This design comes from an exercise in tuning for small area, a short achievable clock period and few clock cycles on the open sky130 flow, not from production work.
In this exercise RTL edits were held to simulation tests only and were not proved equivalent to the original.
Power and IR drop assume default switching activity.

Design timed_task_dispatcher_unit, start of the top module:
module timed_task_dispatcher_unit #(
    parameter int TASK_SLOTS = tdu_pkg::TASK_SLOTS_DEF
) (
    input  logic                        i_clk,
    input  logic                        i_rst_n,
    input  logic                        i_in_valid,
    output logic                        o_in_ready,
    input  logic [113:0]                i_in_data,
    output logic                        o_out_valid,
    input  logic                        i_out_ready,
    output logic [43:0]                 o_out_data,
    input  logic                        psel,
    input  logic                        penable,
    input  logic                        pwrite,
    input  logic [tdu_pkg::PADDR_W-1:0] paddr,
    input  logic [31:0]                 pwdata,
    output logic [31:0]                 prdata,
    output logic                        pready
);
Size in the first run: ~13,000 cells after synthesis, about 240 I/O pins, roughly 150,000 um^2 of cells after synthesis.
make LEC_CHECK=0 CAP_MARGIN=20 CORE_MARGIN=2 CORE_UTILIZATION=55 CTS_CLUSTER_DIAMETER=125 CTS_CLUSTER_SIZE=19 SETUP_SLACK_MARGIN=2.0 SLEW_MARGIN=30 finish   # period 10.0 ns
run.sh (not shown) runs the stock make flow with config.mk's settings and CLKGATE_MAP_FILE= SYNTH_SCRIPT=/design/flow/synth_recipe.tcl, a recipe that flattens the netlist after the stock synthesis.
Testbench counts at the start, summed over its fixed seeds: cycles 26,332.
==> next run, changes <==
Settings changed: SETUP_SLACK_MARGIN 2.0 to 2.5.
Outcome: The new run went through all stages and came out clean. Synthesized area does not change. Synthesized cell count is unchanged. Worst hold slack improved by 0.0073 ns. Global-route usage rose by 1.6 points. Via count rose by 1.9%. Sequential share of layout area fell by 0.71 points. Sequential power barely changes. Fmax hardly moves. Wire length rose by 4.2%. Setup slack improved by 0.021 ns.
==> next run, changes <==
Settings changed: SETUP_SLACK_MARGIN 2.5 to 2.7.
Via count stays flat; cell count stays flat; global-route usage fell by 1.2 points; setup slack gains 0.22 ns; final area grows by 0.78%; wire length decreases by 2.3%; flip-flop and latch count stays the same; fmax grows by 2.9%; power is higher by 0.75%.

* * *

Starting RTL as in the previous note.
make LEC_CHECK=0 CAP_MARGIN=20 CORE_MARGIN=2 CORE_UTILIZATION=55 CTS_CLUSTER_DIAMETER=150 CTS_CLUSTER_SIZE=22 SETUP_SLACK_MARGIN=2.0 SLEW_MARGIN=30 finish   # period 10.0 ns
Testbench counts at the start, summed over its fixed seeds: cycles 26,332.
Then changed:
Settings changed: CTS_CLUSTER_DIAMETER 150 to unset, CTS_CLUSTER_SIZE 22 to unset.
After rerunning:
- The changed run produced a clean layout
- worst setup slack improved by 64 ps
- wire length is higher slightly
- first-iteration DRC count is lower slightly
- synthesized cell count does not change
- total power is higher by about a fifth
- final area is higher by a few percent

* * *

Starting RTL as in the previous note.
clock: 10.0 ns
lec_check: 0
cap_margin: 20
core_margin: 2
core_utilization: 55
cts_cluster_diameter: 125
cts_cluster_size: 19
setup_slack_margin: 2.3
slew_margin: 30
The baseline passed the timing, design-rule and antenna checks.
Testbench counts at the start, summed over its fixed seeds: cycles 26,332.
Edit:
Settings changed: CORE_UTILIZATION 55 to 58, SETUP_SLACK_MARGIN 2.3 to 2.0.
The new run produced a clean layout.
Setup slack is worse by 260 ps.
Total power hardly moves.
Area after synthesis does not change.
Global-route usage rose by 2.5 points.
Combinational power is lower by about 0.9%.
Via count goes up by 1.1%.
Design area drops by about 0.32%.
Synthesized cell count stays the same.
Wire length barely changes.

* * *

Setup of 03-07:
timed_task_dispatcher_unit, a different RTL version from the one above (not shown whole).
Size in the first run: roughly 13000 cells after synthesis, about 2600 flip-flops, ~150000 sq um of cells after synthesis.
==> flow/design.v (excerpt) <==
module timed_task_dispatcher_unit #(
    parameter int TASK_SLOTS = tdu_pkg::TASK_SLOTS_DEF
) (
    input  logic                        i_clk,
    input  logic                        i_rst_n,
    input  logic                        i_in_valid,
    output logic                        o_in_ready,
    input  logic [113:0]                i_in_data,
    output logic                        o_out_valid,
    input  logic                        i_out_ready,
    output logic [43:0]                 o_out_data,
    input  logic                        psel,
    input  logic                        penable,
    input  logic                        pwrite,
    input  logic [tdu_pkg::PADDR_W-1:0] paddr,
    input  logic [31:0]                 pwdata,
    output logic [31:0]                 prdata,
    output logic                        pready
);
clock: 10.0 ns
lec_check: 0
cap_margin: 20
core_margin: 2
core_utilization: 50
setup_slack_margin: 3.0
slew_margin: 30
Testbench counts of 03-07, summed over its fixed seeds: cycles 26,156.
Input-level comparison between 06-21 and 03-07:
diff --git a/flow/config.mk b/flow/config.mk
--- a/flow/config.mk
+++ b/flow/config.mk
@@ -8,5 +8,5 @@
 export CAP_MARGIN = 20
 export CORE_MARGIN = 2
-export CORE_UTILIZATION = 50
-export SETUP_SLACK_MARGIN = 3.0
+export CORE_UTILIZATION = 60
+export SETUP_SLACK_MARGIN = 2.0
 export SLEW_MARGIN = 30
Results
Of 06-21 and 03-07, 06-21 shows the lower portion of total power attributed to combinational logic, with 03-07 above it. Met3 usage, 06-21 and 03-07: lower on 03-07. Across both runs, final non-filler cell area was lower for 06-21 than for 03-07. Looking at routed wire length, 06-21 sits 2.1 mm higher than 03-07 does. Relative to 03-07, count of clock buffers in the final design decreased by 13 in 06-21. Of 06-21 and 03-07, the lower core area belongs to 06-21. Compared with 03-07, 06-21 is more frugal on power. The die extent in y in 03-07 is 1.09 times that in 06-21. Min relative slew slack across 06-21 and 03-07: 03-07.

==> re-timing with driven ports <==
The flow's constraints put no driver on any port. The routed layouts listed below were extracted and timed again, unchanged, in two steps. Step 1: set_driving_cell puts a clkbuf_16 on i_clk and a buf_2 on each other input, an assumption about the parent block. Step 2, shift: input delay + t, output delay - t, t = (earliest + latest rising clock arrival at the registers) / 2. This alone moves slack from input paths to output paths. Slacks: ideal ports / drivers / drivers and shift; pairs: ideal ports / drivers.
run | shift t [ns] | slack for setup (ns) | worst data-port slew with drivers (ns)
the first run of note 1 | 1.002 | 2.132 / 2.138 / 1.216 | 0.42
the second run of note 1 | 1.009 | 2.153 / 2.153 / 1.342 | 0.35
the third run of note 1 | 1.018 | 2.372 / 2.372 / 1.559 | 0.21
the first run of note 2 | 0.970 | 1.972 / 1.972 / 1.179 | 0.30
the second run of note 2 | 1.044 | 2.036 / 2.036 / 1.091 | 0.52
the first run of note 3 | 1.001 | 2.243 / 2.243 / 1.484 | 0.31
the second run of note 3 | 0.986 | 1.978 / 2.056 / 1.076 | 0.23
03-07 | 1.008 | 1.560 / 1.560 / 1.560 | 0.18
06-21 | 1.105 | 1.822 / 1.822 / 1.822 | 0.25
After both steps every run listed still meets setup and hold. The setup slack of the second run of note 2, which loses most, moves by 0.000 ns with the drivers and by -0.945 ns with both steps.
